This is an optimization exercise on Yosys and OpenROAD, whose aim is small area and a short achievable clock period, not a production implementation. The RTL was checked by simulation tests, not by an equivalence proof against the original design. Power is estimated from default activity; no workload was simulated.

==> flow/design.v (outline; a module is shown in full before it is edited, if it fits) <==
// module issue_stage: 113 lines
// module pipe_int: 54 lines
// module pipe_mul: 1000 lines
// module mul_fin: 123 lines
// module completion_pipe: 51 lines
// module calc_top: 81 lines
module calc_top (
  input  logic                      clk_i,
  input  logic                      rst_n_i,
  input  logic                      dispatch_v_i,
  input  logic [32-1:0]       instr_i,
  input  logic [32-1:0]       rs1_data_i,
  input  logic [32-1:0]       rs2_data_i,
  input  logic                      flush_i,
  output logic                      wb_v_o,
  output logic [5-1:0] wb_rd_addr_o,
  output logic [32-1:0]       wb_data_o
);
  // ...
==> flow/run.sh <==
#!/bin/bash
# synth_recipe.tcl (not shown) runs the flow's synth.tcl, then flattens the netlist and writes it again
# the make line also repeats each setting of config.mk as NAME=value (left out here)
make -C /OpenROAD-flow-scripts/flow DESIGN_CONFIG=/design/flow/config.mk WORK_HOME=/design/flow/orfs CLKGATE_MAP_FILE= SYNTH_SCRIPT=/design/flow/synth_recipe.tcl finish
==> flow/config.mk <==
export PLATFORM = sky130hd
export DESIGN_NAME = calc_top
export DESIGN_NICKNAME = calc_top
export VERILOG_FILES = /design/flow/design.v
export SDC_FILE = /design/flow/constraint.sdc
export NUM_CORES = 4
export LEC_CHECK = 0
export ABC_CLOCK_PERIOD_IN_PS = 3000
export CAP_MARGIN = 20
export CORE_MARGIN = 2
export CORE_UTILIZATION = 40
export SETUP_SLACK_MARGIN = 4.8
export SLEW_MARGIN = 20
==> flow/constraint.sdc <==
create_clock -name core_clock -period 8.0 [get_ports {clk_i}]
set_input_delay 1.6000 -clock core_clock [delete_from_list [all_inputs] [get_ports {clk_i}]]
set_output_delay 1.6000 -clock core_clock [all_outputs]
set_load 0.01 [all_outputs]
==> summary.txt, run 1 <==
Timing
  – Tcrit/Tclk final: 0.461
  – PnR worst setup slack: 4.31 ns
  – Fin Hold WS: between 0.3 and 0.4 ns
  – Worst Tran Pin Value: 0.904 ns

Placed design
  – Dpl hpwl: 88.0 mm

Layout
  – Largest Register: completion_pipe_i.data_r
  – Top Registers: completion_pipe_i.data_r (96), completion_pipe_i.mul_x_r (51)
  – Comb_multi_in: about 2500
  – # fillers: roughly 5900
  – Most frequent cells in the layout: nand2_1, xnor2_1, buf_4
  – Nets: 3988
  – Seq area share: 0.128

Global route
  – Global routing usage on met1: 0.459
  – Initial antenna violation count: 4

Worst hold path
  – Min-delay src: completion_pipe_i.data_r[48]
  – Min-delay worst type: flip-flop to flip-flop

Worst setup path
  – Crit path cell chain: buf_12 > buf_16 > nand2_8 > or3_4 > buf_12 > o22ai_4 > a21oi_2 > fa_2 > fa_2 > fa_1 > inv_2 > fa_2 > or2_4
  – CP delay by family, top: adder cells

Yosys
  – Cell with the most instances after synthesis: nand2_1
  – Simple logic cell fraction of the synthesized area: 0.109
  – Largest cells by area after synthesis: dfxtp_1, fa_1, xnor2_1
  – Synth Area in Compound Gates: 0.242
  – Post-synthesis mux area share: 0.0462

Floorplanning
  – Core Box Area: between 0.06 and 0.07 mm^2
  – Die Area: a little over 0.07 mm^2
  – Die W: between 200 and 300 um

Outcome
  – Status: no timing/DRC/antenna violations

Drt
  – Detail Route Antenna Nets: 0
  – WL final: 145 mm
  – WL per Instance: approximately 33 um

Pwr
  – Max VDD drop: 0.170 mV
  – PwrDens: 122 mW/mm^2
  – P_int: ~2800 uW
  – Combinational Power Share: 0.417

Clocking
  – CTS max path bufs: 3
  – Sink Count: roughly 240
  – Cts hold-fix bufs: 0
==> run 2, diff against run 1 <==
--- a/flow/config.mk
+++ b/flow/config.mk
@@ -6,8 +6,8 @@
 export NUM_CORES = 4
 export LEC_CHECK = 0
-export ABC_CLOCK_PERIOD_IN_PS = 3000
+export ABC_CLOCK_PERIOD_IN_PS = 2500
 export CAP_MARGIN = 20
 export CORE_MARGIN = 2
 export CORE_UTILIZATION = 40
-export SETUP_SLACK_MARGIN = 4.8
+export SETUP_SLACK_MARGIN = 5
 export SLEW_MARGIN = 20
==> summary.txt, run 2 <==
Floorplanning
  – Die Y: 267 um
  – I/O pin count: between 100 and 150
  – Core Box Area: 0.0685 mm^2 (unchanged)
  – Die W: 267 um (unchanged)
  – Initial Util: 0.403
  – Die Area: 0.0712 mm^2 (unchanged)
  – Rows: 96

Clocking
  – Htree depth: 1
  – CTS max path bufs: 3 (unchanged)
  – TritonCTS buffer count: 29
  – CTS tree: built
  – Clk root buf: clkbuf_16
  – Sink Count: 241 (unchanged)
  – Cts hold-fix bufs: 0 (unchanged)
  – Clock slew at reported path FFs: 0.07 ns
  – Clock Latency Late Sink: slightly above 0.6 ns

Yosys
  – Yosys warnings: 3
  – Sequential area share after synthesis: 0.175
  – Post-Syn Area per Cell: 8.37 um^2
  – Most frequent cells after synthesis: nand2_1, xnor2_1, clkbuf_1, dfxtp_1, inv_1
  – Largest cells by area after synthesis: dfxtp_1, fa_1, xnor2_1
  – Post-synthesis async set-or-reset flop share: 0
  – Post-synth EDFFs: 0
  – Cell with the most instances after synthesis: nand2_1
  – Cells after synthesis: roughly 3300
  – Post-synth net total: about 3800
  – Synthesized area: 0.0276 mm^2
  – Ys flop type: dfxtp_1
  – Post-synth top area share: 0.175
  – Yosys cell types: 81
  – #FFs+latches synth: 241
  – Synth area leader: dfxtp_1

Drt
  – DR iter-0 viols: 5373
  – Detail Route Antenna Nets: 0 (unchanged)
  – Via/cell ratio: 6.89
  – WL final: 153 mm (+5.4%)
  – Routed via count: between 30000 and 40000
  – WL per Instance: 34.0 um (+3.7%)
  – First-pass iteration count of the detailed router: 9
  – Drt drc: 0

Layout
  – Multi-input gate area: between 0.02 and 0.025 mm^2
  – Layout cell share with drive strength beyond 1: 0.369
  – Nets: 4059 (+1.8%)
  – Layout Cells excl Fill: 4499
  – # fillers: 5679 (-3.6%)
  – Commonest non-fill, non-tap cell in the layout: xnor2_1
  – Largest Register: completion_pipe_i.data_r
  – Top Registers: completion_pipe_i.data_r (96), completion_pipe_i.mul_x_r (51)
  – Most frequent cells in the layout: xnor2_1, nand2_1, buf_4
  – Max reg flops: 96
  – Seq. cell area: 0.00497 mm^2
  – Area Growth Syn to Fin: 43.8%

Timing
  – Worst Tran Pin Value: 0.728 ns (-0.176 ns)
  – Fin Hold WS: 0.376 ns (+0.0109 ns)
  – Final setup violation count: 0
  – RSZ-0062 raised after global routing: true
  – PnR worst setup slack: 4.31 ns (-0.00180 ns)
  – Final setup skew: around 0.027 ns
  – Hold Fails Final Rpt: 0
  – Rel. slew slack: 0.501
  – Slew Limit Fails: 0
  – Maximum clock rate: 271 MHz
  – Tcrit/Tclk final: 0.462 (about the same)
  – Tmin final: 3.69 ns
  – Final TNS setup: 0 ns

Worst setup path
  – Worst EP required: about 8.5 ns
  – CP max FO: 9
  – Crit path top cell by count: fa_2
  – Crit. End Element: flip-flop
  – CP max stage delay: between 0.5 and 0.6 ns
  – CP delay by family, top: adder cells
  – Arrival time worst endpoint: 4.17 ns
  – Slowest stage cell, crit path: fa_2
  – Buffers & Inverters on Critical Path: 5
  – Kind of critical path: flip-flop to flip-flop
  – Critical path startpoint category: flip-flop
  – Crit path cell chain: buf_16 > buf_4 > nand2_4 > or3_4 > buf_12 > buf_4 > o22ai_2 > a21oi_2 > fa_2 > fa_2 > fa_1 > inv_1 > fa_2

Placed design
  – GPL Wtd Cong: 1.04
  – Inst Count DP: 4062
  – Pre-CTS WS: roughly 3.3 ns
  – Number of port buffers: 137
  – Dpl hpwl: 88.6 mm (+0.69%)

Pwr
  – Total power: 4880 uW
  – PwrDens: 123 mW/mm^2 (+0.83%)
  – Leak Pwr: 0.0158 uW
  – Max VDD drop: 0.176 mV (+3.7%)

Global route
  – Overall Global Routing Usage: 0.404
  – Global-route wire length before repair: slightly above 200 mm
  – GRT overflow: 0
  – Largest net degree at the start of global routing: 57
  – Initial antenna violation count: 8 (+4)
  – Vias in the first global route: 28600

Worst hold path
  – Min-delay worst type: flip-flop to flip-flop

Run
  – Max-cap violations: 0

Outcome
  – Status: no timing/DRC/antenna violations
[run 2: changes by cell type in the layout (fill, tap and decap cells not counted), sizes merged]
cell           change
buf               +74
clkdlybuf4s50     -38
dlygate4sd2       +38
clkinv             -5
clkinvlp           +3
bufbuf             +2
nand3              +2
bufinv             -1
clkbuf             -1
clkdlybuf4s15      -1
diode              +1
nand2              -1
or3                +1
[run 2: area by class of cell]
class	count	area share
Multi-Input combinational cell	2493	0.619
Timing Repair Buffer	600	0.182
Sequential cell	241	0.125
Tap cell	882	0.0278
Inverter	227	0.0220
Clock buffer	41	0.0212
Clock inverter	12	0.00239
Antenna cell	3	0.000189
[run 2: per-layer routing]
metal  part of all wire  GRT usage
met1               0.34      0.490
met2               0.39      0.561
met3               0.17      0.181
met4               0.10      0.291
met5             0.0023     0.0215
[run 2: power by group]
part           internal [uW]  switching (uW)  total (uW)  leakage [uW]
Combinational            888            1170        2060        0.0133
Sequential              1310             183        1490       0.00202
Clock                    736             599        1340      0.000449
Total                   2930            1950        4880        0.0158
[run 2: cells by family (layout without fill, tap and decap cells)]
logic type	count (synthesis)	count (layout)	synth area share
flops	241	241	0.175
xor+xnor	391	391	0.124
buf+inv	575	880	0.0844
fa+ha+maj	367	367	0.220
mux	93	93	0.0462
simple gates	669	677	0.109
other cells	0	3	0
compound gates	965	965	0.242
[run 2: path summary, 6_finish.rpt]
kind / cells past startpoint / slack, ns / from / to
worst max-delay path: 13 / 4.31 / issue_stage_i.ex_mul_o / completion_pipe_i.mul_x_r[18]
worst min-delay path: 0 / 0.38 / completion_pipe_i.data_r[51] / completion_pipe_i.data_r[83]
worst max register to register: 13 / 4.31 / issue_stage_i.ex_mul_o / completion_pipe_i.mul_x_r[18]
worst min register to register: 0 / 0.38 / completion_pipe_i.data_r[51] / completion_pipe_i.data_r[83]
[run 2: metrics by stage]
| stage | utilization | instance area (um^2) |
|---|---|---|
| final | 0.580 | 39700 |
| after global routing | 0.580 | 39700 |
| after CTS | 0.542 | 37100 |
| after detailed placement | 0.441 | 30200 |
| after global placement | 0.441 | 30200 |
| after floorplan | - | 29200 |
[run 2: what timing repair did]
action	CTS	global route
gates resized for setup	763	316
setup buffers	220	111
gates cloned	43	7
pin swaps	180	239
setup endpoints to repair	191	151
==> run 3, diff against run 2 <==
==> flow/flow/run.sh (new file) <==
#!/bin/bash
# The standard layout (the standard.sh, all ORFS stages unchanged) with
# one change: the ports are buffered with buf_2 cells instead of the cell
# buffer_ports picks on its own (clkdlybuf4s50_1). Every port still gets
# its own buffer. make's full output goes to flow_make.log here; each ORFS
# step keeps its own log under orfs/logs/.
set -euo pipefail
bash standard.sh "BUFFER_PORTS_ARGS=-buffer_cell sky130_fd_sc_hd__buf_2" finish > flow_make.log 2>&1
==> flow/standard.sh (new file) <==
#!/bin/bash
# synth_recipe.tcl (not shown) runs the flow's synth.tcl, then flattens the netlist and writes it again
# the make line also repeats each setting of config.mk as NAME=value (left out here)
make -C /OpenROAD-flow-scripts/flow DESIGN_CONFIG=/design/flow/config.mk WORK_HOME=/design/flow/orfs CLKGATE_MAP_FILE= SYNTH_SCRIPT=/design/flow/synth_recipe.tcl "${@:-finish}"
--- a/flow/config.mk
+++ b/flow/config.mk
@@ -6,8 +6,10 @@
 export NUM_CORES = 4
 export LEC_CHECK = 0
-export ABC_CLOCK_PERIOD_IN_PS = 2500
+export ABC_CLOCK_PERIOD_IN_PS = 3000
 export CAP_MARGIN = 20
 export CORE_MARGIN = 2
 export CORE_UTILIZATION = 40
-export SETUP_SLACK_MARGIN = 5
+export CTS_BUF_LIST = sky130_fd_sc_hd__clkbuf_8
+export SETUP_SLACK_MARGIN = 4.4
 export SLEW_MARGIN = 20
+export TNS_END_PERCENT = 5
removed: flow/run.sh
==> summary.txt, run 3 <==
Placed design
  – GPL Wtd Cong: 1.02 (-1.4%)
  – Dpl hpwl: 86.8 mm (-2.0%)
  – Pre-CTS WS: 3.21 ns (-0.101 ns)
  – Number of port buffers: 137 (unchanged)

Worst hold path
  – Min-delay src: completion_pipe_i.data_r[53]
  – Min-delay worst type: flip-flop to flip-flop

Yosys
  – Yosys warnings: 3 (unchanged)
  – Sequential area share after synthesis: 0.175 (unchanged)
  – Synth area leader: dfxtp_1
  – Cell with the most instances after synthesis: nand2_1
  – Post-synth top area share: 0.175 (unchanged)
  – Largest cells by area after synthesis: dfxtp_1, fa_1, xnor2_1
  – Synthesized area: 0.0276 mm^2 (unchanged)
  – Cells after synthesis: 3301 (unchanged)
  – Ys flop type: dfxtp_1
  – Post-Syn Area per Cell: 8.37 um^2 (unchanged)
  – Post-synth net total: 3768 (unchanged)
  – Post-synth EDFFs: 0 (unchanged)
  – Most frequent cells after synthesis: nand2_1, xnor2_1, clkbuf_1, dfxtp_1, inv_1
  – Yosys cell types: 81 (unchanged)
  – Post-synthesis async set-or-reset flop share: 0 (unchanged)
  – #FFs+latches synth: 241 (unchanged)

Clocking
  – Clk root buf: clkbuf_8
  – TritonCTS buffer count: 42 (+45%)
  – Clock slew at reported path FFs: 0.07 ns (about the same)
  – Sink Count: 241 (unchanged)
  – CTS max path bufs: 3 (unchanged)
  – Clock Latency Late Sink: 0.66 ns (+0.05 ns)
  – Htree depth: 2 (+1)
  – CTS tree: built

Worst setup path
  – Critical path startpoint category: input pin
  – Arrival time worst endpoint: 4.27 ns (+0.10 ns)
  – Crit. End Element: flip-flop
  – Slowest stage cell, crit path: a221oi_1
  – CP max FO: 32 (+23)
  – Worst setup path start: instr_i[22]
  – Kind of critical path: input pin to flip-flop
  – CP delay by family, top: compound AO/OA/AOI/OAI gates
  – CP max stage delay: 0.61 ns (+0.03 ns)
  – Buffers & Inverters on Critical Path: 2 (-3)
  – Worst r2r src: issue_stage_i.ex_mul_o
  – Worst EP required: 8.50 ns (+0.03 ns)
  – Crit path cell chain: buf_2 > xor2_1 > nor4_1 > and3_4 > nor3b_2 > buf_4 > a221o_1 > a221oi_1 > o22ai_1

Pwr
  – Total power: 4200 uW (-14%)
  – Clk pwr share: 0.305 (+0.032)
  – Max VDD drop: 0.0997 mV (-43%)
  – P_int: 2530 uW (-14%)
  – Leak Pwr: 0.0134 uW (-15%)
  – Register share of total power: 0.349 (+0.044)
  – Switching power: 1670 uW (-15%)
  – Combinational Power Share: 0.346 (-0.075)
  – PwrDens: 130 mW/mm^2 (+5.5%)
  – Switching share of power: 0.397 (-0.00267)

Global route
  – Initial antenna violation count: 11 (+3)
  – Global-route wire length before repair: 180 mm (-13%)
  – Overall Global Routing Usage: 0.345 (-0.0593)
  – GRT overflow: 0 (unchanged)
  – Largest net degree at the start of global routing: 44 (-23%)
  – Vias in the first global route: 25800 (-9.6%)

Layout
  – Commonest non-fill, non-tap cell in the layout: nand2_1
  – Layout cell share with drive strength beyond 1: 0.200 (-0.169)
  – Area Growth Syn to Fin: 17.1%
  – Seq. cell area: 0.00490 mm^2 (-1.4%)
  – Nets: 3808 (-6.2%)
  – Most frequent cells in the layout: nand2_1, xnor2_1, inv_1
  – Top Registers: completion_pipe_i.data_r (96), completion_pipe_i.mul_x_r (51)
  – Max reg flops: 96 (unchanged)
  – # fillers: 6668 (+17%)
  – Largest Register: completion_pipe_i.data_r
  – Multi-input gate area: 0.0214 mm^2 (-13%)

Floorplanning
  – Die W: 267 um (unchanged)
  – I/O pin count: 138 (unchanged)
  – Die Area: 0.0712 mm^2 (unchanged)
  – Die Y: 267 um (unchanged)
  – Rows: 96 (unchanged)
  – Core Box Area: 0.0685 mm^2 (unchanged)
  – Initial Util: 0.403 (unchanged)

Drt
  – WL per Instance: 30.6 um (-9.8%)
  – Via/cell ratio: 6.62 (-3.9%)
  – DR iter-0 viols: 3845 (-28%)
  – WL final: 130 mm (-15%)
  – First-pass iteration count of the detailed router: 8 (-1)
  – Detail Route Antenna Nets: 0 (unchanged)
  – Drt drc: 0 (unchanged)
  – Routed via count: 28200 (-9.1%)

Timing
  – Worst Tran Pin Value: 0.959 ns (+0.231 ns)
  – RSZ-0062 raised after global routing: true
  – Tcrit/Tclk final: 0.471 (+0.00997)
  – Tmin final: 3.77 ns (+0.0798 ns)
  – Final setup skew: 0.0476 ns (+0.0204 ns)
  – Final setup violation count: 0 (unchanged)
  – Slew Limit Fails: 0 (unchanged)
  – Rel. slew slack: 0.354 (-0.147)
  – Maximum clock rate: 265 MHz (-2.1%)
  – Final TNS setup: 0 ns (unchanged)
  – Hold Fails Final Rpt: 0 (unchanged)
  – Fin Hold WS: 0.368 ns (-0.00772 ns)
  – PnR worst setup slack: 4.23 ns (-0.0798 ns)

Outcome
  – Status: no timing/DRC/antenna violations

Run
  – Max-cap violations: 0 (unchanged)
## run 3: cell counts after synthesis
No cell type changed its count.
## run 3: metrics by stage
step	area (um^2)	std cells	utilization
after global placement	28800	4065	0.421
after global routing	32400	4256	0.473
after floorplan	28000	3301	-
after CTS	30700	4181	0.448
after detailed placement	28800	4065	0.421
final	32400	4257	0.473
## run 3: kinds of logic (layout without fill, tap and decap cells)
family                   after synthesis  count (layout)  synth area share
AND/OR/NAND/NOR                      669             672             0.109
buffers and inverters                575             643            0.0844
XOR/XNOR                             391             391             0.124
multiplexers                          93              93            0.0462
AO/OA/AOI/OAI                        965             965             0.242
other                                  0               3                 0
flip-flops                           241             241             0.175
adder cells (fa/ha/maj)              367             367             0.220
## run 3: routing by layer
metal / global-route usage / routed length (um)
met1: 0.439 / 48200
met2: 0.519 / 54100
met3: 0.0894 / 17100
met4: 0.216 / 10900
met5: 0 / 81
## run 3: layout make-up
| cell class | instances | area share |
|---|---|---|
| diodes | 3 | 0.000232 |
| clock buffers | 53 | 0.0225 |
| clock inverters | 22 | 0.00588 |
| inverters | 227 | 0.0268 |
| multi-input cells | 2488 | 0.660 |
| flip-flops and latches | 241 | 0.151 |
| well taps | 882 | 0.0341 |
| repair buffers | 340 | 0.0990 |
| repair inverters | 1 | 0.000232 |
## run 3: path summary, 6_finish.rpt
check | end | slack [ns] | depth (start not counted)
setup / recovery | issue_stage_i.ex_op_b_o[25] | 4.23 | 9
hold / removal | completion_pipe_i.data_r[85] | 0.37 | 0
setup reg to reg | issue_stage_i.ex_op_b_o[24] | 4.29 | 11
hold reg to reg | completion_pipe_i.data_r[85] | 0.37 | 0
## run 3: worst reg2reg max path: stages (launching register included)
cell,delay (ns)
dfxtp_4,0.38
buf_12,0.16
buf_4,0.17
nor2_1,0.27
nand2_1,0.44
nor2_2,0.59
nand2_1,0.38
o21ai_0,0.24
o21ai_0,0.11
o211ai_1,0.23
a21oi_2,0.21
o22ai_1,0.40
## run 3: power groups by stage
stage	Sequential, uW	Clock [uW]	Combinational, uW
after floorplan	1400	0	895
after global placement	1490	0	1240
after detailed placement	1490	0	1240
after CTS	1460	1290	1320
after global routing	1470	1340	1520
final	1470	1280	1450
## run 3: timing repair
| item | 4_1_cts | 5_1_grt |
|---|---|---|
| gates cloned | 10 | 16 |
| hold buffers | 0 | 0 |
| resized for setup | 108 | 184 |
| buffers inserted | 31 | 57 |
| setup endpoints to repair | 137 | 103 |
| pin swaps | 5 | 48 |
==> run 4, diff against run 3 <==
--- a/flow/config.mk
+++ b/flow/config.mk
@@ -9,5 +9,5 @@
 export CAP_MARGIN = 20
 export CORE_MARGIN = 2
-export CORE_UTILIZATION = 40
+export CORE_UTILIZATION = 55
 export CTS_BUF_LIST = sky130_fd_sc_hd__clkbuf_8
 export SETUP_SLACK_MARGIN = 4.4
==> summary.txt, run 4 <==
Global route
  – Initial antenna violation count: 8 (-3)
  – Overall Global Routing Usage: 0.489 (+0.145)
  – Global-route wire length before repair: 188 mm (+4.6%)
  – GRT overflow: 0 (unchanged)
  – Largest net degree at the start of global routing: 53 (+20%)
  – Vias in the first global route: 27300 (+5.8%)

Clocking
  – Clock slew at reported path FFs: 0.07 ns (about the same)
  – TritonCTS buffer count: 43 (+2.4%)
  – Sink Count: 241 (unchanged)
  – Htree depth: 2 (unchanged)
  – Clock Latency Late Sink: 0.67 ns (about the same)
  – Clk root buf: clkbuf_8
  – CTS max path bufs: 3 (unchanged)
  – CTS tree: built

Worst hold path
  – Min-delay src: completion_pipe_i.data_r[61]
  – Min-Delay Endpoint: completion_pipe_i.data_r[93]
  – Hold depth: 0 (unchanged)
  – Min-delay worst type: flip-flop to flip-flop

Floorplanning
  – I/O pin count: 138 (unchanged)
  – Rows: 82 (-15%)
  – Die Y: 228 um (-14%)
  – Core Box Area: 0.0499 mm^2 (-27%)
  – Die W: 228 um (-14%)
  – Die Area: 0.0520 mm^2 (-27%)
  – Initial Util: 0.554 (+0.151)

Layout
  – Top Registers: completion_pipe_i.data_r (96), completion_pipe_i.mul_x_r (51)
  – Most frequent cells in the layout: nand2_1, xnor2_1, inv_1
  – Largest Register: completion_pipe_i.data_r
  – # fillers: 4344 (-35%)
  – Finished Cell Area: 0.0308 mm^2 (-4.8%)
  – Area Growth Syn to Fin: 11.5%
  – Layout cell share with drive strength beyond 1: 0.164 (-0.0362)
  – Nets: 3738 (-1.8%)
  – Commonest non-fill, non-tap cell in the layout: nand2_1
  – Max reg flops: 96 (unchanged)

Worst setup path
  – CP max FO: 32 (unchanged)
  – Worst setup path start: instr_i[17]
  – Worst EP required: 8.44 ns (-0.06 ns)
  – Worst r2r src: issue_stage_i.ex_op_b_o[0]
  – Reg2reg setup slack: 4.12 ns (-0.17 ns)
  – Kind of critical path: input pin to flip-flop
  – Arrival time worst endpoint: 4.34 ns (+0.07 ns)
  – Worst reg2reg path depth: 9 (-2)
  – RR Endpoint: issue_stage_i.ex_op_b_o[1]
  – Crit. End Element: flip-flop
  – Critical path startpoint category: input pin

Yosys
  – Post-synthesis mux area share: 0.0462 (unchanged)
  – Synth Area in Compound Gates: 0.242 (unchanged)
  – Post-synth top area share: 0.175 (unchanged)
  – #FFs+latches synth: 241 (unchanged)
  – Post-synthesis async set-or-reset flop share: 0 (unchanged)
  – Largest cells by area after synthesis: dfxtp_1, fa_1, xnor2_1
  – Simple logic cell fraction of the synthesized area: 0.109 (unchanged)
  – Yosys warnings: 3 (unchanged)
  – Largest family of logic cells by synthesized area: compound AO/OA/AOI/OAI gates
  – Post-synth EDFFs: 0 (unchanged)
  – Sequential area share after synthesis: 0.175 (unchanged)
  – Cells after synthesis: 3301 (unchanged)
  – Post-synth net total: 3768 (unchanged)
  – Most frequent cells after synthesis: nand2_1, xnor2_1, clkbuf_1, dfxtp_1, inv_1
  – Synth Area in Adders: 0.220 (unchanged)
  – Synthesized area: 0.0276 mm^2 (unchanged)
  – Post-Syn Area per Cell: 8.37 um^2 (unchanged)
  – Ys flop type: dfxtp_1
  – Yosys cell types: 81 (unchanged)
  – Post-Synth XOR/XNOR Area: 0.124 (unchanged)
  – Cell with the most instances after synthesis: nand2_1
  – Synth area leader: dfxtp_1

Placed design
  – Dpl hpwl: 91.5 mm (+5.4%)
  – Placed inst area: 0.0286 mm^2 (-0.95%)
  – GPL Wtd Cong: 1.06 (+3.4%)
  – Number of port buffers: 137 (unchanged)

Timing
  – Maximum clock rate: 256 MHz (-3.4%)
  – Final setup skew: 0.0701 ns (+0.0225 ns)
  – Hold Fails Final Rpt: 0 (unchanged)
  – Tmin final: 3.91 ns (+0.134 ns)
  – Worst Tran Pin Value: 1.20 ns (+0.242 ns)
  – Rel. slew slack: 0.191 (-0.163)
  – RSZ-0062 raised after global routing: true
  – Final setup violation count: 0 (unchanged)
  – Tcrit/Tclk final: 0.488 (+0.0167)
  – Slew Limit Fails: 0 (unchanged)
  – Final TNS setup: 0 ns (unchanged)

Pwr
  – Leak Pwr: 0.0129 uW (-3.9%)
  – PwrDens: 137 mW/mm^2 (+5.8%)
  – Max VDD drop: 0.111 mV (+11%)
  – Total power: 4230 uW (+0.70%)

Run
  – Max-cap violations: 0 (unchanged)

Drt
  – WL final: 131 mm (+0.26%)
  – WL per Instance: 32.8 um (+7.1%)
  – Drt drc: 0 (unchanged)
  – Detail Route Antenna Nets: 0 (unchanged)
  – Via/cell ratio: 7.18 (+8.5%)
  – DR iter-0 viols: 4817 (+25%)
  – Routed via count: 28600 (+1.6%)
  – First-pass iteration count of the detailed router: 7 (-1)

Outcome
  – Status: no timing/DRC/antenna violations
run 4: stage by stage:
step	utilization	worst slack (ns)	hold slack, ns	instances
after global placement	0.572	3.33	0.355	3852
after global routing	0.617	4.10	0.364	3979
after floorplan	-	4.33	0.351	3301
final	0.618	4.09	0.362	3984
after CTS	0.611	4.23	0.358	3962
after detailed placement	0.573	3.31	0.359	3853
run 4: critical path, stage by stage:
cell and delay (ns):
buf_2 0.14, xor2_1 0.18, nor4_2 0.39, nand3_1 0.12
buf_4 0.28, and2_1 0.20, and3b_1 0.15, buf_4 0.26
a222oi_1 0.73, o211ai_1 0.26
run 4: power breakdown:
part	leakage, uW	internal [uW]	switching (uW)
Sequential	0.00201	1310	167
Combinational	0.0104	530	933
Clock	0.000528	695	595
run 4: timing repair:
action                     4_1_cts  5_1_grt
pin swaps                        4       10
gates resized for setup        123       51
setup endpoints to repair      132      106
gates cloned                     9        0
setup buffers                   20       16
hold buffers                     0        0
run 4: metal layers:
layer	track usage	wire (um)
met5	0	23
met4	0.298	10200
met3	0.187	20600
met2	0.691	52000
met1	0.630	47900
run 4: worst max-delay path by stage:
stage	end	slack, ns	depth (start not counted)
floorplan	issue_stage_i.ex_op_b_o[8]	4.33	11
global placement	completion_pipe_i.data_r[18]	3.33	11
detailed placement	completion_pipe_i.data_r[18]	3.31	11
CTS	completion_pipe_i.data_r[18]	4.23	11
global route	completion_pipe_i.data_r[18]	4.10	12
finish	issue_stage_i.ex_op_a_o[24]	4.09	10
run 4: cell type report:
type | instances | area (um^2) | share of cell area
Inverter | 227 | 865 | 0.0281
Clock buffer | 56 | 771 | 0.0250
Timing Repair Buffer | 272 | 2210 | 0.0717
Antenna cell | 6 | 15.0 | 0.000487
Tap cell | 672 | 841 | 0.0273
Multi-Input combinational cell | 2486 | 21100 | 0.684
Clock inverter | 24 | 163 | 0.00528
Sequential cell | 241 | 4880 | 0.158
run 4: logic make-up (layout without fill, tap and decap cells):
logic type,after synthesis,in the layout
compound gates,965,965
other cells,0,6
simple gates,669,670
flops,241,241
fa+ha+maj,367,367
mux,93,93
xor+xnor,391,391
buf+inv,575,579
==> run 5, diff against run 4 <==
--- a/flow/config.mk
+++ b/flow/config.mk
@@ -9,7 +9,7 @@
 export CAP_MARGIN = 20
 export CORE_MARGIN = 2
-export CORE_UTILIZATION = 55
+export CORE_UTILIZATION = 40
 export CTS_BUF_LIST = sky130_fd_sc_hd__clkbuf_8
-export SETUP_SLACK_MARGIN = 4.4
+export SETUP_SLACK_MARGIN = 4.2
 export SLEW_MARGIN = 20
 export TNS_END_PERCENT = 5
==> summary.txt, run 5 <==
Layout
  – Finished Core Util: 0.448 (-0.170)
  – Commonest non-fill, non-tap cell in the layout: nand2_1
  – Max reg flops: 96 (unchanged)
  – Most frequent cells in the layout: nand2_1, xnor2_1, inv_1
  – Nets: 3732 (-0.16%)
  – Largest Register: completion_pipe_i.data_r
  – Area Growth Syn to Fin: 10.9%
  – Top Registers: completion_pipe_i.data_r (96), completion_pipe_i.mul_x_r (51)
  – Layout Cells excl Fill: 4177 (+4.8%)
  – Layout cell share with drive strength beyond 1: 0.152 (-0.0121)

Yosys
  – Sequential area share after synthesis: 0.175 (unchanged)
  – Post-synth top area share: 0.175 (unchanged)
  – Cell with the most instances after synthesis: nand2_1
  – Post-synth net total: 3768 (unchanged)
  – Largest cells by area after synthesis: dfxtp_1, fa_1, xnor2_1
  – Post-Syn Area per Cell: 8.37 um^2 (unchanged)
  – Cells after synthesis: 3301 (unchanged)
  – #FFs+latches synth: 241 (unchanged)
  – Yosys warnings: 3 (unchanged)
  – Yosys cell types: 81 (unchanged)
  – Synthesized area: 0.0276 mm^2 (unchanged)
  – Synth area leader: dfxtp_1
  – Post-synthesis async set-or-reset flop share: 0 (unchanged)
  – Ys flop type: dfxtp_1
  – Most frequent cells after synthesis: nand2_1, xnor2_1, clkbuf_1, dfxtp_1, inv_1
  – Post-synth EDFFs: 0 (unchanged)

Timing
  – Fin Hold WS: 0.362 ns (+0.000724 ns)
  – Worst Tran Pin Value: 0.961 ns (-0.239 ns)
  – Rel. slew slack: 0.352 (+0.161)
  – Tcrit/Tclk final: 0.489 (+0.000954)
  – Final TNS setup: 0 ns (unchanged)
  – RSZ-0062 raised after global routing: true
  – Final setup skew: 0.0678 ns (-0.00230 ns)
  – Maximum clock rate: 256 MHz (-0.19%)
  – Slew Limit Fails: 0 (unchanged)
  – Hold Fails Final Rpt: 0 (unchanged)
  – Final setup violation count: 0 (unchanged)
  – Tmin final: 3.91 ns (+0.00763 ns)
  – PnR worst setup slack: 4.09 ns (-0.00763 ns)

Worst setup path
  – Reg2reg setup slack: 4.09 ns (-0.03 ns)
  – CP delay by family, top: compound AO/OA/AOI/OAI gates
  – Worst EP required: 8.47 ns (+0.03 ns)
  – Kind of critical path: flip-flop to flip-flop
  – Crit path top cell by count: mux2i_1
  – Crit. End Element: flip-flop
  – Buffers & Inverters on Critical Path: 1 (-2)
  – Crit path cell chain: buf_8 > mux4_2 > mux2_2 > mux2i_1 > mux2i_1 > o21ai_0 > o211ai_1 > a21oi_2 > o22ai_1
  – Arrival time worst endpoint: 4.38 ns (+0.04 ns)
  – CP max stage delay: 0.65 ns (-0.08 ns)
  – Critical path startpoint category: flip-flop
  – CP max FO: 49 (+53%)
  – Slowest stage cell, crit path: o21ai_0

Drt
  – Detail Route Antenna Nets: 0 (unchanged)
  – DR iter-0 viols: 3651 (-24%)
  – Drt drc: 0 (unchanged)
  – First-pass iteration count of the detailed router: 9 (+2)
  – Routed via count: 27000 (-5.7%)
  – WL per Instance: 28.7 um (-13%)
  – WL final: 120 mm (-8.3%)
  – Via/cell ratio: 6.46 (-10%)

Global route
  – Largest net degree at the start of global routing: 50 (-5.7%)
  – Initial antenna violation count: 3 (-5)
  – GRT overflow: 0 (unchanged)
  – Vias in the first global route: 24800 (-9.1%)
  – Global-route wire length before repair: 170 mm (-10%)
  – Overall Global Routing Usage: 0.323 (-0.166)

Clocking
  – Sink Count: 241 (unchanged)
  – Cts hold-fix bufs: 0 (unchanged)
  – TritonCTS buffer count: 42 (-2.3%)
  – Clk root buf: clkbuf_8
  – Htree depth: 2 (unchanged)
  – CTS tree: built
  – Clock slew at reported path FFs: 0.06 ns (about the same)
  – CTS max path bufs: 3 (unchanged)
  – Clock Latency Late Sink: 0.67 ns (about the same)

Placed design
  – Dpl hpwl: 86.8 mm (-5.2%)
  – Number of port buffers: 137 (unchanged)
  – Inst Count DP: 4059 (+5.3%)
  – Pre-CTS WS: 3.22 ns (-0.0933 ns)
  – GPL Wtd Cong: 1.04 (-1.6%)

Pwr
  – Max VDD drop: 0.119 mV (+7.6%)
  – Combinational Power Share: 0.319 (-0.027)
  – Switching share of power: 0.386 (-0.0151)
  – Register share of total power: 0.361 (+0.012)
  – Leak Pwr: 0.0127 uW (-1.6%)
  – Switching power: 1600 uW (-5.6%)
  – PwrDens: 135 mW/mm^2 (-1.4%)
  – Clk pwr share: 0.320 (+0.015)
  – P_int: 2550 uW (+0.59%)

Floorplanning
  – I/O pin count: 138 (unchanged)
  – Die Area: 0.0712 mm^2 (+37%)
  – Die Y: 267 um (+17%)
  – Die W: 267 um (+17%)
  – Core Box Area: 0.0685 mm^2 (+37%)
  – Rows: 96 (+17%)
  – Initial Util: 0.403 (-0.151)

Outcome
  – Status: no timing/DRC/antenna violations

Worst hold path
  – Min-delay worst type: flip-flop to flip-flop

Run
  – Max-cap violations: 0 (unchanged)
## run 5: cell counts after synthesis
No cell type changed its count.
## run 5: repair_timing
item,4_1_cts,5_1_grt
endpoints found under the setup margin,123,74
setup buffers,22,15
hold endpoints to repair,0,0
resized for setup,76,41
gates cloned,0,7
pin swaps,2,3
## run 5: stage by stage
stage	cell area (um^2)	power, uW
floorplan	27700	2290
global placement	28700	2720
detailed placement	28700	2720
CTS	30200	4080
global route	30600	4280
finish	30600	4150
## run 5: cell families after synthesis
logic type / Yosys count / share of synthesized area
multiplexers: 93 / 0.0462
AO/OA/AOI/OAI: 965 / 0.242
adder cells (fa/ha/maj): 367 / 0.220
flip-flops: 241 / 0.175
buffers and inverters: 575 / 0.0844
XOR/XNOR: 391 / 0.124
AND/OR/NAND/NOR: 669 / 0.109
## run 5: path summary, 6_finish.rpt
path                           startpoint                            to  cells after the start
max            issue_stage_i.ex_op_b_o[0]   issue_stage_i.ex_op_b_o[19]                      9
min          completion_pipe_i.data_r[49]  completion_pipe_i.data_r[81]                      0
max reg2reg    issue_stage_i.ex_op_b_o[0]   issue_stage_i.ex_op_b_o[19]                      9
min reg2reg  completion_pipe_i.data_r[49]  completion_pipe_i.data_r[81]                      0
## run 5: power by group through the flow
stage | clock, uW | sequential [uW] | combinational (uW)
3_3_place_gp | 0 | 1520 | 1210
4_1_cts | 1340 | 1490 | 1250
5_1_grt | 1390 | 1500 | 1390
6_report | 1330 | 1500 | 1320
2_1_floorplan | 0 | 1400 | 886
3_5_place_dp | 0 | 1520 | 1210
## run 5: routing by layer
metal / GRT usage / share of wire
met1: 0.414 / 0.38
met5: 0 / 0.000092
met3: 0.0726 / 0.11
met2: 0.489 / 0.43
met4: 0.209 / 0.075
## run 5: layout make-up
| type | count | area (um^2) |
|---|---|---|
| antenna | 3 | 7.51 |
| clock buffer | 50 | 688 |
| clock inverter | 21 | 248 |
| fill | 6857 | 37800 |
| inverter | 227 | 865 |
| multi-input combinational | 2487 | 20800 |
| sequential | 241 | 4890 |
| tap | 882 | 1100 |
| timing repair buffer | 266 | 2010 |
==> run 6, diff against run 5 <==
--- a/flow/config.mk
+++ b/flow/config.mk
@@ -11,5 +11,5 @@
 export CORE_UTILIZATION = 40
 export CTS_BUF_LIST = sky130_fd_sc_hd__clkbuf_8
-export SETUP_SLACK_MARGIN = 4.2
+export SETUP_SLACK_MARGIN = 3.8
 export SLEW_MARGIN = 20
 export TNS_END_PERCENT = 5
==> summary.txt, run 6 <==
Layout
  – Commonest non-fill, non-tap cell in the layout: nand2_1
  – Seq. cell area: 0.00487 mm^2 (-0.49%)
  – Area Growth Syn to Fin: 8.09%
  – # fillers: 6931 (+1.1%)
  – Most frequent cells in the layout: nand2_1, xnor2_1, inv_1
  – Layout cell share with drive strength beyond 1: 0.134 (-0.0175)
  – Multi-input gate area: 0.0207 mm^2 (-0.88%)
  – Top Registers: completion_pipe_i.data_r (96), completion_pipe_i.mul_x_r (51)
  – Largest Register: completion_pipe_i.data_r
  – Number of diodes: 0 (-3)
  – Nets: 3694 (-1.0%)
  – Max reg flops: 96 (unchanged)

Drt
  – Routed via count: 26700 (-1.2%)
  – First-pass iteration count of the detailed router: 8 (-1)
  – DR iter-0 viols: 3438 (-5.8%)
  – WL final: 122 mm (+1.4%)
  – Drt drc: 0 (unchanged)
  – Detail Route Antenna Nets: 0 (unchanged)
  – Via/cell ratio: 6.44 (-0.37%)
  – WL per Instance: 29.3 um (+2.2%)

Floorplanning
  – Die Y: 267 um (unchanged)
  – I/O pin count: 138 (unchanged)
  – Initial Util: 0.403 (unchanged)
  – Die W: 267 um (unchanged)
  – Die Area: 0.0712 mm^2 (unchanged)
  – Core Box Area: 0.0685 mm^2 (unchanged)
  – Rows: 96 (unchanged)

Timing
  – RSZ-0062 raised after global routing: true
  – Final setup violation count: 0 (unchanged)
  – Slew Limit Fails: 0 (unchanged)
  – Worst Tran Pin Value: 1.20 ns (+0.242 ns)
  – Hold Fails Final Rpt: 0 (unchanged)
  – Tcrit/Tclk final: 0.538 (+0.0491)
  – Final TNS setup: 0 ns (unchanged)
  – PnR worst setup slack: 3.69 ns (-0.393 ns)
  – Tmin final: 4.31 ns (+0.393 ns)
  – Rel. slew slack: 0.198 (-0.155)
  – Maximum clock rate: 232 MHz (-9.1%)
  – Final setup skew: 0.0486 ns (-0.0192 ns)

Worst setup path
  – Worst r2r src: issue_stage_i.ex_op_b_o[5]
  – Worst reg2reg path depth: 12 (+3)
  – Critical Path Sink: completion_pipe_i.data_r[18]
  – Reg2reg setup slack: 3.69 ns (-0.39 ns)
  – CP max FO: 36 (-27%)
  – Worst setup path start: issue_stage_i.ex_op_b_o[5]
  – Crit. End Element: flip-flop
  – RR Endpoint: completion_pipe_i.data_r[18]
  – Worst EP required: 8.52 ns (+0.05 ns)
  – Kind of critical path: flip-flop to flip-flop
  – Arrival time worst endpoint: 4.83 ns (+0.45 ns)
  – Critical path startpoint category: flip-flop

Yosys
  – Post-synthesis async set-or-reset flop share: 0 (unchanged)
  – Post-synth top area share: 0.175 (unchanged)
  – Synthesized area: 0.0276 mm^2 (unchanged)
  – Post-synth EDFFs: 0 (unchanged)
  – #FFs+latches synth: 241 (unchanged)
  – Yosys warnings: 3 (unchanged)
  – Yosys cell types: 81 (unchanged)
  – Post-Syn Area per Cell: 8.37 um^2 (unchanged)
  – Post-synth net total: 3768 (unchanged)
  – Cell with the most instances after synthesis: nand2_1
  – Ys flop type: dfxtp_1
  – Most frequent cells after synthesis: nand2_1, xnor2_1, clkbuf_1, dfxtp_1, inv_1
  – Synth area leader: dfxtp_1
  – Sequential area share after synthesis: 0.175 (unchanged)
  – Cells after synthesis: 3301 (unchanged)
  – Largest cells by area after synthesis: dfxtp_1, fa_1, xnor2_1

Placed design
  – Number of port buffers: 137 (unchanged)
  – Pre-CTS WS: 3.17 ns (-0.0496 ns)
  – Dpl hpwl: 89.1 mm (+2.7%)
  – GPL Wtd Cong: 1.02 (-1.6%)

Clocking
  – CTS max path bufs: 3 (unchanged)
  – Clock slew at reported path FFs: 0.07 ns (about the same)
  – CTS tree: built
  – TritonCTS buffer count: 43 (+2.4%)
  – Htree depth: 2 (unchanged)
  – Clk root buf: clkbuf_8
  – Clock Latency Late Sink: 0.67 ns (about the same)
  – Sink Count: 241 (unchanged)

Global route
  – Largest net degree at the start of global routing: 59 (+18%)
  – GRT overflow: 0 (unchanged)
  – Overall Global Routing Usage: 0.333 (+0.00994)
  – Global-route wire length before repair: 174 mm (+2.4%)
  – Vias in the first global route: 24800 (-0.012%)
  – Initial antenna violation count: 0 (-3)

Pwr
  – Max VDD drop: 0.108 mV (-9.9%)
  – Total power: 4090 uW (-1.3%)
  – Leak Pwr: 0.0124 uW (-2.6%)
  – PwrDens: 137 mW/mm^2 (+1.2%)

Run
  – Max-cap violations: 0 (unchanged)

Outcome
  – Status: no timing/DRC/antenna violations

Worst hold path
  – Min-delay worst type: flip-flop to flip-flop
==> run 6: cell families (layout without fill, tap and decap cells) <==
| logic type | Yosys count | after routing | synth area share |
|---|---|---|---|
| xor gates and xnor gates | 391 | 391 | 0.124 |
| buffers and inverters | 575 | 534 | 0.0844 |
| muxes | 93 | 93 | 0.0462 |
| DFF | 241 | 241 | 0.175 |
| and+or+nand+nor | 669 | 669 | 0.109 |
| adders and majority gates | 367 | 367 | 0.220 |
| AOI/OAI and AO/OA | 965 | 965 | 0.242 |
==> run 6: cell type report <==
type	count	share of cell area
timing repair buffer	229	0.0487
multi-input combinational	2485	0.692
tap	882	0.0370
clock inverter	24	0.00629
clock buffer	54	0.0249
inverter	227	0.0285
sequential	241	0.163
==> run 6: through the flow <==
stage / util / cell area (um^2) / instances / hold slack, ns
2_1_floorplan: - / 27600 / 3301 / 0.351
3_3_place_gp: 0.420 / 28700 / 4061 / 0.357
3_5_place_dp: 0.420 / 28700 / 4061 / 0.358
4_1_cts: 0.435 / 29800 / 4139 / 0.365
5_1_grt: 0.436 / 29900 / 4142 / 0.374
6_report: 0.436 / 29900 / 4142 / 0.367
==> run 6: worst min-delay path by stage <==
stage	start	to	slack (ns)	depth (start not counted)
3_5_place_dp	completion_pipe_i.data_r[46]	completion_pipe_i.data_r[78]	0.36	0
6_report	completion_pipe_i.data_r[46]	completion_pipe_i.data_r[78]	0.37	0
2_1_floorplan	completion_pipe_i.data_r[32]	completion_pipe_i.data_r[64]	0.35	0
4_1_cts	completion_pipe_i.data_r[63]	completion_pipe_i.data_r[95]	0.36	0
5_1_grt	completion_pipe_i.data_r[46]	completion_pipe_i.data_r[78]	0.37	0
3_3_place_gp	completion_pipe_i.data_r[41]	completion_pipe_i.data_r[73]	0.36	0
==> run 6: routing by layer <==
| layer | part of all wire | global-route usage | up-vias |
|---|---|---|---|
| li1 | - | - | 11600 |
| met1 | 0.39 | 0.437 | 13000 |
| met2 | 0.44 | 0.509 | 1733 |
| met3 | 0.11 | 0.0720 | 352 |
| met4 | 0.064 | 0.184 | 0 |
| met5 | 0 | 0 | - |
==> run 6: critical path, cell delays in order, from the launching register on <==
cell     delay [ns]
dfxtp_2        0.32
buf_6          0.38
ha_1           0.34
nand2_1        0.30
buf_4          0.35
o22ai_1        0.11
a21oi_1        0.20
fa_1           0.47
fa_1           0.43
fa_1           0.54
inv_1          0.06
fa_1           0.34
or2_2          0.29
==> run 6: what timing repair did <==
| item | 4_1_cts | 5_1_grt |
|---|---|---|
| pin swaps | 0 | 1 |
| setup buffers | 0 | 3 |
| resized for setup | 29 | 10 |
| setup endpoints to repair | 81 | 71 |
| hold buffers | 0 | 0 |
| endpoints found under the hold margin | 0 | 0 |
==> run 6: where the power goes <==
| group | switching (uW) | leakage, uW | internal, uW |
|---|---|---|---|
| Combinational | 841 | 0.00984 | 476 |
| Clock | 605 | 0.000515 | 684 |
| Sequential | 178 | 0.00201 | 1310 |
| Total | 1620 | 0.0124 | 2470 |
==> run 7, diff against run 6 <==
--- a/flow/config.mk
+++ b/flow/config.mk
@@ -9,7 +9,7 @@
 export CAP_MARGIN = 20
 export CORE_MARGIN = 2
-export CORE_UTILIZATION = 40
+export CORE_UTILIZATION = 48
 export CTS_BUF_LIST = sky130_fd_sc_hd__clkbuf_8
-export SETUP_SLACK_MARGIN = 3.8
+export SETUP_SLACK_MARGIN = 4.2
 export SLEW_MARGIN = 20
 export TNS_END_PERCENT = 5
==> summary.txt, run 7 <==
Floorplanning
  – Rows: 87 (-9.4%)
  – Die W: 244 um (-8.6%)
  – I/O pin count: 138 (unchanged)
  – Die Area: 0.0595 mm^2 (-16%)
  – Die Y: 244 um (-8.6%)
  – Initial Util: 0.488 (+0.0845)
  – Core Box Area: 0.0566 mm^2 (-17%)

Drt
  – Via/cell ratio: 6.86 (+6.6%)
  – First-pass iteration count of the detailed router: 9 (+1)
  – WL final: 133 mm (+9.4%)
  – Routed via count: 28100 (+5.4%)
  – Detail Route Antenna Nets: 0 (unchanged)
  – Drt drc: 0 (unchanged)
  – WL per Instance: 32.5 um (+11%)
  – DR iter-0 viols: 4424 (+29%)

Timing
  – Final setup violation count: 0 (unchanged)
  – Maximum clock rate: 255 MHz (+10%)
  – Final setup skew: 0.0568 ns (+0.00820 ns)
  – Rel. slew slack: 0.342 (+0.144)
  – Hold Fails Final Rpt: 0 (unchanged)
  – Slew Limit Fails: 0 (unchanged)
  – Tmin final: 3.92 ns (-0.390 ns)
  – Worst Tran Pin Value: 0.976 ns (-0.227 ns)
  – RSZ-0062 raised after global routing: true
  – Final TNS setup: 0 ns (unchanged)
  – Tcrit/Tclk final: 0.490 (-0.0487)
  – PnR worst setup slack: 4.08 ns (+0.390 ns)

Global route
  – Overall Global Routing Usage: 0.438 (+0.105)
  – Largest net degree at the start of global routing: 48 (-19%)
  – Vias in the first global route: 26700 (+7.5%)
  – Global-route wire length before repair: 190 mm (+9.5%)
  – Initial antenna violation count: 5 (+5)
  – GRT overflow: 0 (unchanged)

Outcome
  – Status: no timing/DRC/antenna violations

Yosys
  – Post-synthesis async set-or-reset flop share: 0 (unchanged)
  – Yosys warnings: 3 (unchanged)
  – Most frequent cells after synthesis: nand2_1, xnor2_1, clkbuf_1, dfxtp_1, inv_1
  – Cells after synthesis: 3301 (unchanged)
  – Ys flop type: dfxtp_1
  – #FFs+latches synth: 241 (unchanged)
  – Cell with the most instances after synthesis: nand2_1
  – Yosys cell types: 81 (unchanged)
  – Largest cells by area after synthesis: dfxtp_1, fa_1, xnor2_1
  – Post-synth top area share: 0.175 (unchanged)
  – Synthesized area: 0.0276 mm^2 (unchanged)
  – Sequential area share after synthesis: 0.175 (unchanged)
  – Post-synth EDFFs: 0 (unchanged)
  – Post-synth net total: 3768 (unchanged)
  – Synth area leader: dfxtp_1
  – Post-Syn Area per Cell: 8.37 um^2 (unchanged)

Placed design
  – Number of port buffers: 137 (unchanged)
  – GPL Wtd Cong: 1.07 (+4.8%)
  – Pre-CTS WS: 3.12 ns (-0.0476 ns)
  – Dpl hpwl: 95.5 mm (+7.2%)

Pwr
  – Switching share of power: 0.406 (+0.00928)
  – Switching power: 1740 uW (+7.1%)
  – Leak Pwr: 0.0129 uW (+4.7%)
  – Combinational Power Share: 0.342 (+0.020)
  – PwrDens: 139 mW/mm^2 (+1.1%)
  – Register share of total power: 0.347 (-0.016)
  – P_int: 2540 uW (+3.0%)
  – Clk pwr share: 0.311 (-0.004)
  – Max VDD drop: 0.100 mV (-6.8%)

Worst hold path
  – Min-delay worst type: flip-flop to flip-flop
  – Min-Delay Endpoint: completion_pipe_i.data_r[76]
  – Hold depth: 0 (unchanged)
  – Min-delay src: completion_pipe_i.data_r[44]

Worst setup path
  – Crit path top cell by count: buf_4
  – CP delay by family, top: compound AO/OA/AOI/OAI gates
  – Arrival time worst endpoint: 4.41 ns (-0.42 ns)
  – Crit. End Element: flip-flop
  – Crit path cell chain: clkbuf_8 > xor2_1 > ha_2 > and2_1 > nand3_1 > nor3_1 > a31oi_1 > a21oi_2 > buf_4 > xnor2_1 > a221oi_2 > buf_4 > nand2_1
  – RR Endpoint: completion_pipe_i.data_r[23]
  – Worst reg2reg path depth: 13 (+1)
  – Kind of critical path: flip-flop to flip-flop
  – Reg2reg setup slack: 4.08 ns (+0.39 ns)
  – CP max stage delay: 0.47 ns (-0.07 ns)
  – Worst EP required: 8.49 ns (-0.03 ns)
  – CP max FO: 23 (-36%)
  – Slowest stage cell, crit path: a221oi_2
  – Critical path startpoint category: flip-flop
  – Buffers & Inverters on Critical Path: 3 (unchanged)
  – Worst r2r src: issue_stage_i.ex_op_b_o[17]

Layout
  – # fillers: 5241 (-24%)
  – Layout cell share with drive strength beyond 1: 0.161 (+0.0271)
  – Top Registers: completion_pipe_i.data_r (96), completion_pipe_i.mul_x_r (51)
  – Most frequent cells in the layout: nand2_1, xnor2_1, inv_1
  – Commonest non-fill, non-tap cell in the layout: nand2_1
  – Nets: 3764 (+1.9%)
  – Max reg flops: 96 (unchanged)
  – Largest Register: completion_pipe_i.data_r
  – Area Growth Syn to Fin: 11.8%

Clocking
  – Clock slew at reported path FFs: 0.07 ns (about the same)
  – CTS tree: built
  – TritonCTS buffer count: 46 (+7.0%)
  – CTS max path bufs: 3 (unchanged)
  – Htree depth: 2 (unchanged)
  – Sink Count: 241 (unchanged)
  – Clk root buf: clkbuf_8
  – Clock Latency Late Sink: 0.68 ns (about the same)

Run
  – Max-cap violations: 0 (unchanged)
## run 7: cell counts after synthesis
No cell type changed its count.
## run 7: through the flow
stage	cells	utilization	area (um^2)	hold slack (ns)	total power, uW
finish	4094	0.546	30900	0.369	4280
global route	4091	0.546	30900	0.375	4400
CTS	4074	0.540	30600	0.368	4190
detailed placement	3954	0.508	28700	0.360	2810
global placement	3953	0.507	28700	0.355	2800
floorplan	3301	-	27700	0.351	2290
## run 7: cells by family (layout without fill, tap and decap cells)
| family | after synthesis | in the layout | synth area share |
|---|---|---|---|
| buffers and inverters | 575 | 607 | 0.0844 |
| multiplexers | 93 | 93 | 0.0462 |
| XOR/XNOR | 391 | 391 | 0.124 |
| flip-flops | 241 | 241 | 0.175 |
| adder cells (fa/ha/maj) | 367 | 367 | 0.220 |
| other | 0 | 5 | 0 |
| AO/OA/AOI/OAI | 965 | 965 | 0.242 |
| AND/OR/NAND/NOR | 669 | 669 | 0.109 |
## run 7: area by class of cell
class / instances / area (um^2) / area share
inverter: 227 / 862 / 0.0279
sequential: 241 / 4880 / 0.158
multi-input combinational: 2485 / 20900 / 0.675
tap: 756 / 946 / 0.0306
antenna: 5 / 12.5 / 0.000405
clock buffer: 56 / 771 / 0.0250
clock inverter: 28 / 191 / 0.00620
timing repair buffer: 296 / 2370 / 0.0766
## run 7: worst register-to-register path, delay by kind of cell, from the launching register on
family / cells / cell delay, ns
xor gates and xnor gates: 2 / 0.34
buffers and inverters: 3 / 0.79
and+or+nand+nor: 4 / 0.89
DFF: 1 / 0.35
adders and majority gates: 1 / 0.45
AOI/OAI and AO/OA: 3 / 0.91
## run 7: worst max-delay path by stage
stage	start	depth (start not counted)	slack [ns]	endpoint
6_report	issue_stage_i.ex_op_b_o[17]	13	4.08	completion_pipe_i.data_r[23]
5_1_grt	issue_stage_i.ex_op_b_o[17]	14	4.04	issue_stage_i.ex_op_b_o[0]
4_1_cts	issue_stage_i.ex_sub_o	12	4.00	issue_stage_i.ex_op_b_o[29]
3_5_place_dp	issue_stage_i.ex_op_b_o[3]	12	3.12	completion_pipe_i.data_r[18]
3_3_place_gp	instr_i[17]	10	2.86	issue_stage_i.ex_op_a_o[18]
2_1_floorplan	issue_stage_i.ex_op_a_o[0]	10	4.21	completion_pipe_i.data_r[27]
## run 7: timing repair
item / 4_1_cts / 5_1_grt
endpoints found under the setup margin: 132 / 87
resized for setup: 98 / 31
setup buffers: 29 / 15
hold buffers: 0 / 0
pin swaps: 6 / 5
cloned: 7 / 0
## run 7: power by group through the flow
stage                     Sequential, uW  Clock (uW)  Combinational [uW]
after floorplan                     1400           0                 886
after global placement              1510           0                1290
after detailed placement            1510           0                1300
after CTS                           1480        1340                1370
after global routing                1490        1400                1520
final                               1490        1330                1460
## run 7: routing by layer
metal,GRT usage,vias up,part of all wire
met4,0.251,4,0.072
met1,0.583,13600,0.38
met3,0.140,521,0.14
li1,-,11700,-
met5,0.0343,-,0.0021
met2,0.618,2243,0.40

## what the ideal ports hide
How much do the figures lean on ideal ports? The routed layouts below were timed once more, with nothing changed but the port constraints. Step 1 assumes that a clkbuf_16 drives the clock port and a buf_2 every other input. Step 2 adds t to the input delays and takes it off the output delays; t is the mean of the earliest and latest rising clock arrival at the registers after step 1. Input paths then give back, and output paths get back, about the clock's delay inside the block. a / b / c = no drivers / after step 1 / after step 2; a / b = the first two.
run	shift t [ns]	slack for setup (ns)	worst data-port slew with drivers (ns)
run 1	0.639	4.310 / 4.310 / 4.002	0.06
run 2	0.663	4.308 / 4.308 / 4.092	0.10
run 3	0.705	4.228 / 4.273 / 3.568	0.08
run 4	0.702	4.094 / 4.119 / 3.436	0.06
run 5	0.695	4.087 / 4.087 / 3.496	0.08
run 6	0.706	3.694 / 3.694 / 3.368	0.06
run 7	0.709	4.084 / 4.084 / 3.507	0.08
After both steps every run listed still meets setup and hold. For run 3, which loses most, drivers alone change the setup slack by +0.045 ns; drivers and shift together by -0.660 ns.
